From an optimization exercise on the open Yosys and OpenROAD flow, aimed at small area, a short achievable clock period and few clock cycles per item; shortcuts taken in it are not production practice.
The RTL was checked by simulation tests, not by an equivalence proof against the original design.
No activity file was given, so power comes from the tool's default toggle rates.

[flow/design.v]
package lpm_pkg;
  localparam logic CMD_LOOKUP = 1'b0;
  localparam logic CMD_WRITE  = 1'b1;
  typedef struct packed {
    logic        cmd;
    logic [3:0]  entry_index;
    logic        entry_valid;
    logic [31:0] entry_prefix;
    logic [31:0] entry_mask;
    logic [31:0] entry_gateway;
    logic [3:0]  entry_port;
    logic [31:0] lookup_addr;
  } in_item_t;
  typedef struct packed {
    logic        hit;
    logic [3:0]  match_index;
    logic [31:0] match_mask;
    logic [31:0] match_gateway;
    logic [3:0]  match_port;
  } out_item_t;
  typedef struct packed {
    logic      valid;
    in_item_t  item;
    out_item_t best;
  } lpm_flow_t;
endpackage
module lpm_cell (
  input  logic        clk_i,
  input  logic        rst_ni,
  input  logic        wr_i,
  input  logic        wr_valid_i,
  input  logic [31:0] wr_prefix_i,
  input  logic [31:0] wr_mask_i,
  input  logic [31:0] wr_gw_i,
  input  logic [3:0]  wr_port_i,
  input  logic [31:0] addr_i,
  output logic        match_o,
  output logic [31:0] mask_o,
  output logic [31:0] gw_o,
  output logic [3:0]  port_o
);
  logic        valid_q;
  logic [31:0] pm_q;
  always_ff @(posedge clk_i or negedge rst_ni) begin
    if (!rst_ni) begin
      valid_q <= 1'b0;
    end else if (wr_i) begin
      valid_q <= wr_valid_i;
    end
  end
  always_ff @(posedge clk_i) begin
    if (wr_i) begin
      pm_q   <= wr_prefix_i & wr_mask_i;
      mask_o <= wr_mask_i;
      gw_o   <= wr_gw_i;
      port_o <= wr_port_i;
    end
  end
  assign match_o = valid_q && (((addr_i & mask_o) ^ pm_q) == 32'd0);
endmodule
module lpm_cmp (
  input  logic [31:0] a_i,
  input  logic [31:0] b_i,
  input  logic        cin_i,
  output logic        ge_o
);
  logic [31:0] g0, p0;
  logic [15:0] g1, p1;
  logic [7:0]  g2, p2;
  logic [3:0]  g3, p3;
  logic [1:0]  g4, p4;
  logic        g5, p5;
  assign g0 = a_i & ~b_i;
  assign p0 = a_i | ~b_i;
  for (genvar k = 0; k < 16; k++) begin : g_l1
    assign g1[k] = g0[2*k+1] | (p0[2*k+1] & g0[2*k]);
    assign p1[k] = p0[2*k+1] & p0[2*k];
  end
  for (genvar k = 0; k < 8; k++) begin : g_l2
    assign g2[k] = g1[2*k+1] | (p1[2*k+1] & g1[2*k]);
    assign p2[k] = p1[2*k+1] & p1[2*k];
  end
  for (genvar k = 0; k < 4; k++) begin : g_l3
    assign g3[k] = g2[2*k+1] | (p2[2*k+1] & g2[2*k]);
    assign p3[k] = p2[2*k+1] & p2[2*k];
  end
  for (genvar k = 0; k < 2; k++) begin : g_l4
    assign g4[k] = g3[2*k+1] | (p3[2*k+1] & g3[2*k]);
    assign p4[k] = p3[2*k+1] & p3[2*k];
  end
  assign g5 = g4[1] | (p4[1] & g4[0]);
  assign p5 = p4[1] & p4[0];
  assign ge_o = g5 | (p5 & cin_i);
endmodule
module longest_prefix_match_lookup #(
  parameter int TABLE_ENTRIES = 16,
  parameter int PORT_COUNT    = 16
) (
  input  logic               clk_i,
  input  logic               rst_ni,
  input  logic               in_valid_i,
  output logic               in_stall_o,
  input  logic [137:0]       in_item_i,
  output logic               out_valid_o,
  input  logic               out_stall_i,
  output logic [72:0]        out_item_o
);
  localparam int N = TABLE_ENTRIES;
  lpm_pkg::in_item_t in;
  logic         adv;
  logic         acc;
  assign in  = in_item_i;
  assign acc = adv && in_valid_i;
  logic        in_wr;
  logic        in_lookup;
  logic [N-1:0] wr_slot;
  logic [N-1:0] match;
  logic [31:0] mask [N];
  logic [31:0] gw   [N];
  logic [3:0]  port [N];
  assign in_wr = acc && (in.cmd == lpm_pkg::CMD_WRITE) &&
      (!in.entry_valid || (32'(in.entry_port) < PORT_COUNT));
  assign in_lookup = acc && (in.cmd == lpm_pkg::CMD_LOOKUP);
  for (genvar g = 0; g < N; g++) begin : g_slot
    assign wr_slot[g] = in_wr && (32'(in.entry_index) == g);
    lpm_cell u_cell (
      .clk_i       (clk_i),
      .rst_ni      (rst_ni),
      .wr_i        (wr_slot[g]),
      .wr_valid_i  (in.entry_valid),
      .wr_prefix_i (in.entry_prefix),
      .wr_mask_i   (in.entry_mask),
      .wr_gw_i     (in.entry_gateway),
      .wr_port_i   (in.entry_port),
      .addr_i      (in.lookup_addr),
      .match_o     (match[g]),
      .mask_o      (mask[g]),
      .gw_o        (gw[g]),
      .port_o      (port[g])
    );
  end
  logic [N-1:0] cmp;
  logic         prio_q [N][N];
  for (genvar j = 0; j < N; j++) begin : g_cmp
    lpm_cmp u_cmp (
      .a_i   (in.entry_mask),
      .b_i   (mask[j]),
      .cin_i (32'(in.entry_index) < j),
      .ge_o  (cmp[j])
    );
  end
  for (genvar i = 0; i < N; i++) begin : g_pi
    for (genvar j = i + 1; j < N; j++) begin : g_pj
      always_ff @(posedge clk_i) begin
        if (wr_slot[i]) begin
          prio_q[i][j] <= cmp[j];
        end else if (wr_slot[j]) begin
          prio_q[i][j] <= !cmp[i];
        end
      end
    end
  end
  logic [N-1:0] beats [N];
  for (genvar i = 0; i < N; i++) begin : g_bi
    for (genvar j = 0; j < N; j++) begin : g_bj
      if (i < j) begin : g_lo
        assign beats[i][j] = prio_q[i][j];
      end else if (i > j) begin : g_hi
        assign beats[i][j] = !prio_q[j][i];
      end else begin : g_eq
        assign beats[i][j] = 1'b1;
      end
    end
  end
  logic         s1_v;
  logic [N-1:0] s1_match;
  always_ff @(posedge clk_i or negedge rst_ni) begin
    if (!rst_ni) begin
      s1_v <= 1'b0;
    end else if (adv) begin
      s1_v <= in_valid_i;
    end
  end
  always_ff @(posedge clk_i) begin
    if (adv) begin
      s1_match <= in_lookup ? match : '0;
    end
  end
  logic [N-1:0] win;
  for (genvar i = 0; i < N; i++) begin : g_win
    assign win[i] = s1_match[i] && ((~s1_match | beats[i]) == '1);
  end
  lpm_pkg::out_item_t res;
  always_comb begin
    res = '0;
    for (int i = 0; i < N; i++) begin
      if (win[i]) begin
        res.match_index   = res.match_index | 4'(i);
        res.match_mask    = res.match_mask | mask[i];
        res.match_gateway = res.match_gateway | gw[i];
        res.match_port    = res.match_port | port[i];
      end
    end
    res.hit = |s1_match;
  end
  logic      out_v_q;
  logic      sk_v_q;
  logic      o_free;
  lpm_pkg::out_item_t out_q;
  lpm_pkg::out_item_t sk_q;
  assign adv    = !sk_v_q;
  assign o_free = !out_v_q || !out_stall_i;
  always_ff @(posedge clk_i or negedge rst_ni) begin
    if (!rst_ni) begin
      out_v_q <= 1'b0;
      sk_v_q  <= 1'b0;
    end else begin
      if (o_free) begin
        out_v_q <= sk_v_q || s1_v;
      end
      sk_v_q <= !o_free && (sk_v_q || s1_v);
    end
  end
  always_ff @(posedge clk_i) begin
    if (o_free) begin
      out_q <= sk_v_q ? sk_q : res;
    end
    if (!sk_v_q) begin
      sk_q <= res;
    end
  end
  assign in_stall_o  = sk_v_q;
  assign out_valid_o = out_v_q;
  assign out_item_o  = out_q;
endmodule
[flow/run.sh]
#!/bin/bash
# synth_recipe.tcl (not shown) runs the flow's synth.tcl, then flattens the netlist and writes it again
# the make line also repeats each setting of config.mk as NAME=value (left out here)
make -C /OpenROAD-flow-scripts/flow DESIGN_CONFIG=/design/flow/config.mk WORK_HOME=/design/flow/orfs CLKGATE_MAP_FILE= SYNTH_SCRIPT=/design/flow/synth_recipe.tcl finish
[flow/config.mk]
export PLATFORM = sky130hd
export DESIGN_NAME = longest_prefix_match_lookup
export DESIGN_NICKNAME = longest_prefix_match_lookup
export VERILOG_FILES = /design/flow/design.v
export SDC_FILE = /design/flow/constraint.sdc
export NUM_CORES = 4
export LEC_CHECK = 0
export ABC_CLOCK_PERIOD_IN_PS = 2400
export CAP_MARGIN = 20
export CORE_MARGIN = 2
export CORE_UTILIZATION = 60
export SETUP_SLACK_MARGIN = 2.6
export SLEW_MARGIN = 20
[flow/constraint.sdc]
create_clock -name core_clock -period 5.0 [get_ports {clk_i}]
set_input_delay 1.0000 -clock core_clock [delete_from_list [all_inputs] [get_ports {clk_i}]]
set_output_delay 1.0000 -clock core_clock [all_outputs]
set_load 0.01 [all_outputs]
==> flow_summary.yaml, run 1 <==
outcome:
  status: "aborted with a tool error"
  haltStage: "global routing"
  error: "[ERROR GRT-0232] Routing congestion too high. Check the congestion heatmap in the GUI."
placed_design:
  io_buffer_count: 216
  placed_area_sq_mm: 0.0886
  dp_hpwl_microns: 248000
  gp_routability_congestion: 1.13
synth:
  syn_nets: 6098
  synth_top_family_by_area: "compound AO/OA/AOI/OAI gates"
  synth-main-ff-cell: "edfxtp_1"
  ys_async_sr_fraction: 0.00999
  synth_warnings: 9
  ys_types: 82
  synth-edff-count: 1809
  syn_area_sq_mm: 0.0821
  synthCells: 5956
  synth_xor_area_frac: 0.0546
  synth_compound_area_frac: 0.134
  ys_seq_area_frac: 0.686
  synthMuxAreaShare: 0.0116
  yosys.area_share.simple: 0.0787
  synth_seq_cells: 1901
  synthAdderAreaFrac: 0.0111
  avgSynthCellArea_sq_um: 13.8
global_route:
  grt_start_max_net_pins: 52
  gr-usage-all-layers: 0.837
  grt_overflow_total: 401
clocking:
  h-tree-depth: 4
  cts_root_buf: "clkbuf_16"
  cts_buffer_depth: 3
  cts_made_buffers: 188
  cts_sinks: 1901
  cts_hold_buf: 0
floorplanning:
  die_w_microns: 374
  io_pins: 217
  die_y_microns: 374
  start_util: 0.605
  fp-row-count: 135
==> Yosys cell counts (all sizes together) (45+ instances only) <==
master / number / area share
a222oi: 67 / 0.0082
inv: 160 / 0.0073
xnor2: 496 / 0.053
a22oi: 63 / 0.0058
nor2: 81 / 0.0037
nand2: 816 / 0.037
o21ai: 287 / 0.018
o22ai: 121 / 0.0092
nand3: 46 / 0.0029
mux2: 73 / 0.010
a21oi: 89 / 0.0054
edfxtp: 1809 / 0.66
a221oi: 317 / 0.034
dfxtp: 73 / 0.018
nand4: 110 / 0.0084
buf: 75 / 0.0045
nor4: 134 / 0.011
a22o: 290 / 0.031
clkbuf: 280 / 0.013
maj3: 91 / 0.011
nor2b: 45 / 0.0034
==> power groups by stage <==
stage,Clock (uW),Sequential (uW),Combinational [uW]
3_5_place_dp,0,18900,4470
4_1_cts,15100,18500,6420
2_1_floorplan,0,18900,2090
3_3_place_gp,0,18900,4370
==> worst max path at each step <==
stage                       to  slack, ps  cells after the start
detailed placement  prio_q[45]       -500                     14
global placement    prio_q[45]       -570                     14
CTS                 prio_q[55]       1870                      9
floorplan            prio_q[9]       1090                      9
==> metrics by stage <==
step,setup WS (ps),cells,setup TNS (ps)
3_5_place_dp,-505,7929,-11570
3_3_place_gp,-568,7929,-12160
4_1_cts,1870,8929,0
2_1_floorplan,1090,5956,0
==> cell families after synthesis <==
| logic type | Yosys count |
|---|---|
| DFF | 1901 |
| muxes | 86 |
| adders and majority gates | 91 |
| and+or+nand+nor | 1393 |
| AOI/OAI and AO/OA | 1455 |
| xor gates and xnor gates | 512 |
| buffers and inverters | 518 |
==> routing by layer <==
layer / GRT usage / overflow
met4: 0.788 / 139
met1: 0.856 / 28
met5: 0.485 / 4
met3: 0.759 / 26
met2: 0.933 / 204
==> timing repair <==
| action | in CTS |
|---|---|
| gates cloned | 153 |
| endpoints found under the setup margin | 2018 |
| resized for setup | 1800 |
| pin swaps | 257 |
| setup buffers | 497 |
Testbench counts, summed over its fixed seeds: cycles 24,152, items 24,128.
==> run 2: changes to the inputs <==
--- a/flow/config.mk
+++ b/flow/config.mk
@@ -6,8 +6,6 @@
 export NUM_CORES = 4
 export LEC_CHECK = 0
-export ABC_CLOCK_PERIOD_IN_PS = 2400
 export CAP_MARGIN = 20
 export CORE_MARGIN = 2
-export CORE_UTILIZATION = 60
-export SETUP_SLACK_MARGIN = 2.6
+export CORE_UTILIZATION = 40
 export SLEW_MARGIN = 20
==> run 2 against run 1 <==
The run now finishes clean. Synthesized cell count unchanged. Area after synthesis unchanged.
==> flow_summary.yaml, run 2 <==
power_and_ir_drop:
  p_int_uw: 28800
  switchingPower_uw: 10200
  finalPower_uw: 39000
  leakagePower_uw: 0.0328
  sequentialPowerShare: 0.476
  clock_power_share: 0.397
  peakVddDrop_mv: 0.406
  swShare: 0.261
  combPwrFrac: 0.128
  p_per_area_mw_per_mm2: 401
worst_setup_path:
  crit_chain: "clkdlybuf4s50_1, nand2_1, nor2_1, a222oi_1, o31ai_1, a21oi_1, o311ai_0, buf_4, a31oi_1, a21oi_1, buf_4, mux2i_1"
  cp_top_family: "compound AO/OA/AOI/OAI gates"
  crit_path_end_kind: "flop"
  crit_type: "primary input to flop"
  critPathArrivalTime_ps: 5050
  worstPathMaxFanout: 13
  crit_required_ps: 5600
  cp_slowest_cell: "clkdlybuf4s50_1"
  critPathMaxStageDelay_ps: 860
  start_kind: "primary input"
  worst-path-buf-inv: 3
synth:
  yosys-top-cells-count: "edfxtp_1, nand2_1, xnor2_1, a221oi_1, a22o_1"
  ys_types: 82
  synth-main-ff-cell: "edfxtp_1"
  synth_warnings: 9
  netlist_top_cells_area: "edfxtp_1, xnor2_1, nand2_1, a221oi_1, a22o_1"
  syn_area_sq_mm: 0.0821
  ys_seq_area_frac: 0.686
  ys_async_sr_fraction: 0.00999
  syn_nets: 6098
  avgSynthCellArea_sq_um: 13.8
  synthCells: 5956
  synth-edff-count: 1809
  synth_top_cell_area_share: 0.662
  synth_top_area_cell: "edfxtp_1"
  synth_seq_cells: 1901
  yosys.cell_count.top_type: "edfxtp_1"
clocking:
  cts_made_buffers: 204
  post_cts_buffers: 0
  cts_hold_buf: 0
  cts_buffer_depth: 3
  h-tree-depth: 4
  clk_latency_ps: 890
  cts_root_buf: "clkbuf_16"
  clkTransAtPathRegs_ps: 60
  cts_sinks: 1901
  cts_tree: "yes"
  cts_resized: 0
finish:
  stdcell_count: 9360
  layout_common_cells: "edfxtp_1, nand2_1, xnor2_1"
  final_util: 0.477
  final.fill_count: 18100
  area_growth_syn_to_layout_pct: 18.7
  final_nets: 6613
  largestRegisters: "g_slot.u_cell.gw_o: 512 flops, g_slot.u_cell.mask_o: 512 flops, g_slot.u_cell.pm_q: 512 flops"
  layout-drive-gt1-share: 0.135
  mostFrequentLayoutCell: "edfxtp_1"
sta:
  tns_ps: 0
  fin_crit_ps: 4450
  fmax_ghz: 0.225
  finalSetupViolations: 0
  relSlewSlack: 0.0646
  skew_ps: 35.5
  period_share: 0.889
  maxSlewViolCount: 0
  rsz0062_at_grt: "false"
  whs_ps: 466
  tightest_slew_ps: 1390
  final_hold_viol_count: 0
global_route:
  grt_pass1_wl_microns: 540000
  grt_overflow_total: 0
  grt_pass1_vias: 57200
  gr-usage-all-layers: 0.384
  antenna_found_initial: 32
  grt_start_max_net_pins: 76
floorplanning:
  dieArea_sq_mm: 0.209
  coreArea_sq_mm: 0.204
  io_pins: 217
  start_util: 0.402
  fp-row-count: 166
  die_y_microns: 457
  die_w_microns: 457
placed_design:
  io_buffer_count: 216
  dp.cells: 8953
  gp_routability_congestion: 1.05
  dp_hpwl_microns: 289000
routing:
  remaining_drc_errors: 0
  wire_per_inst_microns: 43.8
  vias: 62900
  final_antenna_net_count: 0
  drt_wl_total_microns: 410000
  first_iter_violations: 12800
  vias_per_cell: 6.72
  firstDrtPassIters: 9
hold_path:
  hold_class: "flop to flop"
run:
  maxCapViolCount: 0
outcome:
  status: "complete, no violations"
run 2: cell counts after synthesis:
Identical to the previous run, type by type.
run 2: per-layer routing:
metal,up-vias,share of wire,global-route usage,wire length (microns)
met5,-,0.00017,0,70
met4,10,0.058,0.181,23700
met3,877,0.13,0.0902,52600
met2,5270,0.42,0.555,173000
met1,32400,0.39,0.545,161000
li1,24400,-,-,-
run 2: power by group through the flow:
| stage | Clock, uW | Combinational, uW | Sequential [uW] |
|---|---|---|---|
| global route | 16100 | 5120 | 18600 |
| global placement | 0 | 4830 | 18900 |
| CTS | 15600 | 4870 | 18600 |
| floorplan | 0 | 2040 | 18900 |
| finish | 15500 | 4990 | 18600 |
| detailed placement | 0 | 4840 | 18900 |
run 2: final cells by class:
cell class	instances	area (sq um)	area share
flip-flops and latches	1901	56300	0.577
inverters	163	697	0.00715
repair buffers	664	6380	0.0654
diodes	25	62.6	0.000642
clock inverters	108	1090	0.0111
multi-input cells	3537	24000	0.246
clock buffers	274	5630	0.0578
well taps	2688	3360	0.0345
run 2: cell families (layout without fill, tap and decap cells):
group | count (synthesis) | count (layout) | synth area share
buffers and inverters | 518 | 1209 | 0.0248
other | 0 | 25 | 0
AND/OR/NAND/NOR | 1393 | 1393 | 0.0787
adder cells (fa/ha/maj) | 91 | 91 | 0.0111
AO/OA/AOI/OAI | 1455 | 1455 | 0.134
multiplexers | 86 | 86 | 0.0116
XOR/XNOR | 512 | 512 | 0.0546
flip-flops | 1901 | 1901 | 0.686
run 2: through the flow:
stage          worst slack, ps  cell area [sq um]
4_1_cts                    905              97400
5_1_grt                    550              97400
2_1_floorplan             92.7              82100
3_5_place_dp             -37.5              90700
3_3_place_gp             -24.1              90700
6_report                   553              97400
run 2: path summary, 6_finish.rpt:
check | to | slack, ps | cells past startpoint | from
worst max-delay path | prio_q[141] | 550 | 12 | in_item_i[135]
worst min-delay path | sk_q[72] | 470 | 2 | sk_q[72]
worst max register to register | out_q[52] | 630 | 11 | s1_match[15]
worst min register to register | sk_q[72] | 470 | 2 | sk_q[72]
max in group asynchronous | g_slot[10].u_cell.valid_q | 4220 | 2 | rst_ni
min in group asynchronous | out_v_q | 490 | 2 | rst_ni
run 2: tightest hold or removal path, cell delays in order (launching register included):
cell	delay, ps
dfxtp_1	300
inv_1	40
a21oi_1	70
==> run 3: changes to the inputs <==
--- a/flow/design.v
+++ b/flow/design.v
@@ -150,11 +150,23 @@
     );
   end
+  logic [N-1:0] pw_slot_q;
+  logic [N-1:0] pw_cmp_q;
+  always_ff @(posedge clk_i or negedge rst_ni) begin
+    if (!rst_ni) begin
+      pw_slot_q <= '0;
+    end else begin
+      pw_slot_q <= wr_slot;
+    end
+  end
+  always_ff @(posedge clk_i) begin
+    pw_cmp_q <= cmp;
+  end
   for (genvar i = 0; i < N; i++) begin : g_pi
     for (genvar j = i + 1; j < N; j++) begin : g_pj
       always_ff @(posedge clk_i) begin
-        if (wr_slot[i]) begin
-          prio_q[i][j] <= cmp[j];
-        end else if (wr_slot[j]) begin
-          prio_q[i][j] <= !cmp[i];
+        if (pw_slot_q[i]) begin
+          prio_q[i][j] <= pw_cmp_q[j];
+        end else if (pw_slot_q[j]) begin
+          prio_q[i][j] <= !pw_cmp_q[i];
         end
       end
@@ -205,31 +217,21 @@
   end
   logic      out_v_q;
-  logic      sk_v_q;
-  logic      o_free;
+  logic      out_vp_q;
   lpm_pkg::out_item_t out_q;
-  lpm_pkg::out_item_t sk_q;
-  assign adv    = !sk_v_q;
-  assign o_free = !out_v_q || !out_stall_i;
-  always_ff @(posedge clk_i or negedge rst_ni) begin
-    if (!rst_ni) begin
-      out_v_q <= 1'b0;
-      sk_v_q  <= 1'b0;
-    end else begin
-      if (o_free) begin
-        out_v_q <= sk_v_q || s1_v;
-      end
-      sk_v_q <= !o_free && (sk_v_q || s1_v);
-    end
-  end
-  always_ff @(posedge clk_i) begin
-    if (o_free) begin
-      out_q <= sk_v_q ? sk_q : res;
-    end
-    if (!sk_v_q) begin
-      sk_q <= res;
-    end
-  end
-  assign in_stall_o  = sk_v_q;
-  assign out_valid_o = out_v_q;
+  assign adv = !(out_v_q && out_stall_i);
+  always_ff @(posedge clk_i or negedge rst_ni) begin
+    if (!rst_ni) begin
+      out_v_q  <= 1'b0;
+      out_vp_q <= 1'b0;
+    end else if (adv) begin
+      out_v_q  <= s1_v;
+      out_vp_q <= s1_v;
+    end
+  end
+  always_ff @(posedge clk_i) begin
+    out_q <= (res & {73{adv}}) | (out_q & {73{!adv}});
+  end
+  assign in_stall_o  = out_vp_q && out_stall_i;
+  assign out_valid_o = out_vp_q;
   assign out_item_o  = out_q;
 endmodule
--- a/flow/config.mk
+++ b/flow/config.mk
@@ -6,6 +6,8 @@
 export NUM_CORES = 4
 export LEC_CHECK = 0
+export ABC_CLOCK_PERIOD_IN_PS = 2500
 export CAP_MARGIN = 20
 export CORE_MARGIN = 2
 export CORE_UTILIZATION = 40
+export SETUP_SLACK_MARGIN = 2.5
 export SLEW_MARGIN = 20
==> run 3 against run 2 <==
First-iteration DRC count rose by 7.0%. Sequential power shrank 5%. Fmax is 45% higher. Clock power shrank 3%. Sequential cell count shrank 42. Clock skew grew 30 ps. Die area down 2.5%. Final cell count grew 1.3%. Worst setup slack improved by 1400 ps. Global-route usage up 3.0 points. Worst hold slack got worse by 260 ps. Critical path type is now flop to flop. Highest routed layer unchanged.
==> flow_summary.yaml, run 3 <==
outcome:
  status: "complete, no violations"
power_and_ir_drop:
  p_per_area_mw_per_mm2: 349
  leakagePower_uw: 0.0361
  peakVddDrop_mv: 0.382
placed_design:
  dp_hpwl_microns: 271000
  io_buffer_count: 216
  place_ws_ps: 217
  placed_area_sq_mm: 0.0878
  dp.cells: 8574
  gp_routability_congestion: 1.13
worst_setup_path:
  start_kind: "flop"
  r2r_start: "s1_match[14]"
  critPathArrivalTime_ps: 3560
  worstPathMaxFanout: 8
  worstRegToRegCells: 10
  cp_common_cell: "buf_12"
  critPathMaxStageDelay_ps: 560
  crit_path_end_kind: "flop"
  crit_type: "flop to flop"
  crit_start: "s1_match[14]"
  crit_required_ps: 5490
  cp_slowest_cell: "edfxtp_1"
  r2r_slack_ps: 1920
  crit_chain: "buf_12, clkinvlp_4, buf_6, o221ai_4, nor3_4, buf_12, buf_16, buf_12, a221oi_4, nand4_1"
sta:
  fin_ws_ps: 1920
  relSlewSlack: 0.196
  whs_ps: 205
  final_hold_viol_count: 0
  tightest_slew_ps: 1200
  fin_crit_ps: 3080
  maxSlewViolCount: 0
  finalSetupViolations: 0
  skew_ps: 65.9
  fmax_ghz: 0.325
  rsz0062_at_grt: "true"
  period_share: 0.615
synth:
  synth_top_cell_area_share: 0.679
  synth_warnings: 9
  ys_types: 74
  synthMuxAreaShare: 0.00225
  synth_compound_area_frac: 0.136
  synthAdderAreaFrac: 0.0131
  synth-main-ff-cell: "edfxtp_1"
  avgSynthCellArea_sq_um: 14.0
  ys_seq_area_frac: 0.693
  synth_xor_area_frac: 0.0556
  synth_top_family_by_area: "compound AO/OA/AOI/OAI gates"
  synth_seq_cells: 1859
  synth_top_area_cell: "edfxtp_1"
  synthCells: 5696
  ys_async_sr_fraction: 0.0183
  yosys-top-cells-count: "edfxtp_1, nand2_1, xor2_1, clkbuf_1, a221oi_1"
  netlist_top_cells_area: "edfxtp_1, xor2_1, a221oi_1, a22o_1, nand2_1"
  yosys.area_share.simple: 0.0779
  syn_nets: 5838
  syn_area_sq_mm: 0.0800
  yosys.cell_count.top_type: "edfxtp_1"
  synth-edff-count: 1809
floorplanning:
  die_y_microns: 451
  io_pins: 217
  fp-row-count: 164
  die_w_microns: 451
  coreArea_sq_mm: 0.199
  dieArea_sq_mm: 0.204
  start_util: 0.402
global_route:
  grt_pass1_wl_microns: 560000
  gr-usage-all-layers: 0.414
  grt_pass1_vias: 58300
  grt_overflow_total: 0
  grt_start_max_net_pins: 46
  antenna_found_initial: 46
routing:
  firstDrtPassIters: 10
  drt_wl_total_microns: 441000
  remaining_drc_errors: 0
  vias_per_cell: 6.89
  vias: 65300
  first_iter_violations: 13700
  wire_per_inst_microns: 46.5
  final_antenna_net_count: 0
clocking:
  cts_tree: "yes"
  clk_latency_ps: 920
  cts_root_buf: "clkbuf_16"
  cts_hold_buf: 0
  cts_made_buffers: 199
  cts_buffer_depth: 3
  clkTransAtPathRegs_ps: 60
  cts_sinks: 1859
  h-tree-depth: 4
finish:
  multi_input_area_sq_mm: 0.0267
  final.fill_count: 16600
  final_util: 0.527
  layout-drive-gt1-share: 0.290
  mostFrequentLayoutCell: "edfxtp_1"
  register_area_sq_mm: 0.0555
  fin_area_sq_mm: 0.105
  largestRegisters: "g_slot.u_cell.gw_o: 512 flops, g_slot.u_cell.mask_o: 512 flops, g_slot.u_cell.pm_q: 512 flops"
  layout_common_cells: "edfxtp_1, nand2_1, buf_4"
  final_nets: 6767
  area_growth_syn_to_layout_pct: 31.2
  stdcell_count: 9482
run:
  maxCapViolCount: 0
hold_path:
  hold_class: "primary input to asynchronous set/reset pin"
[run 3: metrics by stage]
| step | total power, uW | TNS [ps] |
|---|---|---|
| floorplan | 19200 | -106720 |
| global placement | 21000 | -137 |
| detailed placement | 21000 | 0 |
| CTS | 36200 | 0 |
| global route | 37200 | 0 |
| finish | 36600 | 0 |
[run 3: logic make-up (layout without fill, tap and decap cells)]
logic type	Yosys count	count (layout)
compound gates	1463	1463
xor+xnor	508	508
fa+ha+maj	104	104
buf+inv	458	1555
flops	1859	1859
mux	16	16
other cells	0	33
simple gates	1288	1288
[run 3: power breakdown]
part / internal (uW) / switching (uW)
clock network: 8360 / 6640
logic: 1410 / 2600
registers: 17400 / 195
total: 27200 / 9440
[run 3: worst max-delay path, delay by kind of cell (launching register included)]
kind	cells	cell delay (ps)
AOI/OAI and AO/OA	2	460
buffers and inverters	6	1110
DFF	1	560
and+or+nand+nor	2	470
[run 3: layer usage]
metal  GRT usage  part of all wire
met3       0.149              0.15
met4       0.280             0.087
met2       0.578              0.41
met1       0.537              0.35
met5           0           0.00088
[run 3: layout make-up]
cell class | instances | area share
repair inverters | 3 | 0.000191
well taps | 2656 | 0.0316
clock inverters | 126 | 0.0119
clock buffers | 243 | 0.0498
inverters | 115 | 0.00504
multi-input cells | 3379 | 0.254
repair buffers | 1068 | 0.118
flip-flops and latches | 1859 | 0.528
diodes | 33 | 0.000786
[run 3: worst min path at each step]
stage / from / to / slack (ps) / cells after the start
after global placement: s1_v / out_v_q / 440 / 1
after CTS: rst_ni / out_v_q / 210 / 2
final: rst_ni / s1_v / 210 / 2
after detailed placement: s1_v / out_v_q / 450 / 1
after global routing: rst_ni / out_v_q / 230 / 2
after floorplan: s1_v / out_v_q / 430 / 1
[run 3: timing repair]
item                                    in CTS  in global routing
gates cloned                                61                 20
gates resized for setup                   1208                339
buffers inserted                           270                154
pin swaps                                  277                235
endpoints found under the setup margin    1651                514
Testbench counts of run 3, summed over its fixed seeds: cycles 24,152, items 24,128.
==> run 4: changes to the inputs <==
--- a/flow/config.mk
+++ b/flow/config.mk
@@ -9,5 +9,5 @@
 export CAP_MARGIN = 20
 export CORE_MARGIN = 2
-export CORE_UTILIZATION = 40
+export CORE_UTILIZATION = 48
 export SETUP_SLACK_MARGIN = 2.5
 export SLEW_MARGIN = 20
==> run 4 against run 3 <==
Now fails the layout checks on max-capacitance violations, max-slew violations. Sequential cell count did not move. Core utilization increased by 16 points. Die area down 17%. Worst setup slack worse by 220 ps. Fmax shrank 6.6%. Power increased by 0.62%. Critical path type is now primary input to flop.
==> flow_summary.yaml, run 4 <==
outcome:
  status: "complete, but fails checks"
  so.violations: "max-capacitance violations, max-slew violations"
synth:
  yosys-top-cells-count: "edfxtp_1, nand2_1, xor2_1, clkbuf_1, a221oi_1"
  avgSynthCellArea_sq_um: 14.0
  yosys.cell_count.top_type: "edfxtp_1"
  ys_seq_area_frac: 0.693
  ys_types: 74
  synth-edff-count: 1809
  synthCells: 5696
  syn_area_sq_mm: 0.0800
  synth_top_area_cell: "edfxtp_1"
  synth_seq_cells: 1859
  synth_top_cell_area_share: 0.679
  synth-main-ff-cell: "edfxtp_1"
  ys_async_sr_fraction: 0.0183
  synth_warnings: 9
  syn_nets: 5838
  netlist_top_cells_area: "edfxtp_1, xor2_1, a221oi_1, a22o_1, nand2_1"
floorplanning:
  io_pins: 217
  fp-row-count: 149
  dieArea_sq_mm: 0.170
  die_w_microns: 412
  coreArea_sq_mm: 0.165
  die_y_microns: 412
  start_util: 0.484
finish:
  final_nets: 7177
  area_growth_syn_to_layout_pct: 41.5
  mostFrequentLayoutCell: "edfxtp_1"
  fin_area_sq_mm: 0.113
  final_util: 0.685
  layout-drive-gt1-share: 0.326
  layout_common_cells: "edfxtp_1, nand2_1, buf_4"
  largestRegisters: "g_slot.u_cell.gw_o: 512 flops, g_slot.u_cell.mask_o: 512 flops, g_slot.u_cell.pm_q: 512 flops"
  final.fill_count: 11300
worst_setup_path:
  cp_common_cell: "buf_4"
  cp_top_family: "simple AND/OR/NAND/NOR gates"
  crit_path_end_kind: "flop"
  r2r-end: "pw_cmp_q[0]"
  crit_chain: "buf_2, buf_4, nand2_1, xor2_1, nand4_1, nor4_1, buf_4, nand4_1, nor4_4, buf_4"
  start_kind: "primary input"
  crit_required_ps: 5760
  worstRegToRegCells: 9
  critPathMaxStageDelay_ps: 740
  cp_slowest_cell: "nand4_1"
  worstPathMaxFanout: 9
  critPathArrivalTime_ps: 4050
  r2r_slack_ps: 1720
  crit_type: "primary input to flop"
  r2r_start: "g_slot[0].u_cell.mask_o[0]"
  worst-path-buf-inv: 4
sta:
  relSlewSlack: -0.00712
  maxSlewViolCount: 1
  fin_crit_ps: 3300
  whs_ps: 197
  final_hold_viol_count: 0
  fmax_ghz: 0.303
  skew_ps: 54.8
  rsz0062_at_grt: "true"
  tns_ps: 0
  fin_ws_ps: 1700
  finalSetupViolations: 0
  tightest_slew_ps: 1500
  period_share: 0.659
clocking:
  clkTransAtPathRegs_ps: 60
  cts_tree: "yes"
  cts_made_buffers: 195
  cts_buffer_depth: 3
  cts_sinks: 1859
  cts_root_buf: "clkbuf_16"
  clk_latency_ps: 890
  h-tree-depth: 4
power_and_ir_drop:
  p_per_area_mw_per_mm2: 326
  swShare: 0.265
  leakagePower_uw: 0.0398
  switchingPower_uw: 9760
  peakVddDrop_mv: 0.395
  p_int_uw: 27100
  clock_power_share: 0.403
  combPwrFrac: 0.119
  sequentialPowerShare: 0.478
global_route:
  grt_overflow_total: 0
  grt_pass1_vias: 61900
  antenna_found_initial: 70
  grt_pass1_wl_microns: 599000
  gr-usage-all-layers: 0.541
  grt_start_max_net_pins: 48
routing:
  drt_wl_total_microns: 494000
  vias_per_cell: 7.66
  final_antenna_net_count: 0
  remaining_drc_errors: 0
  vias: 72400
  first_iter_violations: 17000
  firstDrtPassIters: 13
  wire_per_inst_microns: 52.3
hold_path:
  hold_class: "primary input to asynchronous set/reset pin"
run:
  maxCapViolCount: 1
placed_design:
  place_ws_ps: 153
  gp_routability_congestion: 1.08
  io_buffer_count: 216
  dp_hpwl_microns: 267000
  placed_area_sq_mm: 0.0871
-- run 4: how the worst max path moves through the flow --
stage / startpoint / endpoint / slack (ps) / cells past startpoint
after global placement: in_item_i[78] / pw_cmp_q[8] / -40 / 11
final: in_item_i[13] / s1_match[11] / 1700 / 10
after detailed placement: in_item_i[79] / pw_cmp_q[15] / 150 / 10
after floorplan: out_stall_i / g_slot[3].u_cell.valid_q / -530 / 4
after global routing: s1_match[12] / flop / 1870 / 9
after CTS: g_slot[0].u_cell.mask_o[0] / pw_cmp_q[0] / 1810 / 9
-- run 4: through the flow --
step                      power, uW  std cells
final                         36900       9448
after global routing          37200       9402
after CTS                     36000       9123
after detailed placement      21000       8086
after global placement        21000       8085
after floorplan               19200       5696
-- run 4: logic make-up (layout without fill, tap and decap cells) --
family / Yosys count / after routing / share of synthesized area
DFF: 1859 / 1859 / 0.693
AOI/OAI and AO/OA: 1463 / 1463 / 0.136
buffers and inverters: 458 / 1961 / 0.0217
muxes: 16 / 16 / 0.00225
other: 0 / 60 / 0
adders and majority gates: 104 / 104 / 0.0131
xor gates and xnor gates: 508 / 508 / 0.0556
and+or+nand+nor: 1288 / 1288 / 0.0779
-- run 4: cell type report --
cell class	instances	area, sq um	share of cell area
sequential	1859	55500	0.490
multi-input combinational	3379	26600	0.235
timing repair buffer	1482	21400	0.189
clock buffer	243	5120	0.0452
tap	2189	2740	0.0242
clock inverter	118	1200	0.0106
inverter	115	544	0.00481
antenna	60	150	0.00133
timing repair inverter	3	20.0	0.000177
-- run 4: per-layer routing --
metal	part of all wire	GRT usage	vias to the layer above	routed length [microns]
met5	0.0021	0.0189	-	1050
li1	-	-	25400	-
met4	0.11	0.395	54	52600
met3	0.19	0.297	2520	95900
met1	0.32	0.668	35700	158000
met2	0.38	0.703	8797	186000
-- run 4: power groups by stage --
stage | Clock, uW | Sequential (uW) | Combinational [uW]
after global routing | 15200 | 17600 | 4330
after detailed placement | 0 | 18000 | 3020
after CTS | 14600 | 17600 | 3810
after floorplan | 0 | 17900 | 1220
final | 14800 | 17600 | 4400
after global placement | 0 | 18000 | 3010
-- run 4: repair_timing --
action	in CTS	in global routing
pin swaps	263	211
resized for setup	1586	467
hold buffers	0	0
endpoints found under the setup margin	1707	1742
setup buffers	501	184
cloned	175	77
-- run 4: worst register-to-register path, cell delays in order, from the launching register on --
cell and delay, ps:
edfxtp_1 430, nand2b_4 170, maj3_2 290, maj3_2 310, maj3_2 350, o21bai_4 200, a21oi_4 120, o211ai_1 640
nand3_2 410, a211oi_2 270

-- static timing again, ports no longer ideal --
How much do the figures lean on ideal ports? The routed layouts below were timed once more, with nothing changed but the port constraints.
Step 1 sets driving cells, clkbuf_16 on the clock port and buf_2 on the other inputs (assumed; they add their load-dependent delay and slew).
Step 2, shift: input delay + t, output delay - t, t = (earliest + latest rising clock arrival at the registers) / 2. This alone moves slack from input paths to output paths.
a / b / c = no drivers / after step 1 / after step 2; a / b = the first two.
run	shift t [ns]	slack for setup (ns)	worst hold slack (ns)	worst slew at a driven data input, ns	cell pins on the clock port's net
run 2	0.966	0.553 / 0.609 / -0.357	0.466 / 0.425 / 0.466	0.15	1
run 3	0.992	1.923 / 1.923 / 1.105	0.205 / 0.124 / 0.462	0.13	1
run 4	0.968	1.705 / 1.717 / 0.812	0.197 / 0.114 / 0.460	0.18	1
With both steps, setup timing fails in run 2, where it was met with ideal ports. The setup slack of run 2, which loses most, moves by +0.056 ns with the drivers and by -0.910 ns with both steps.
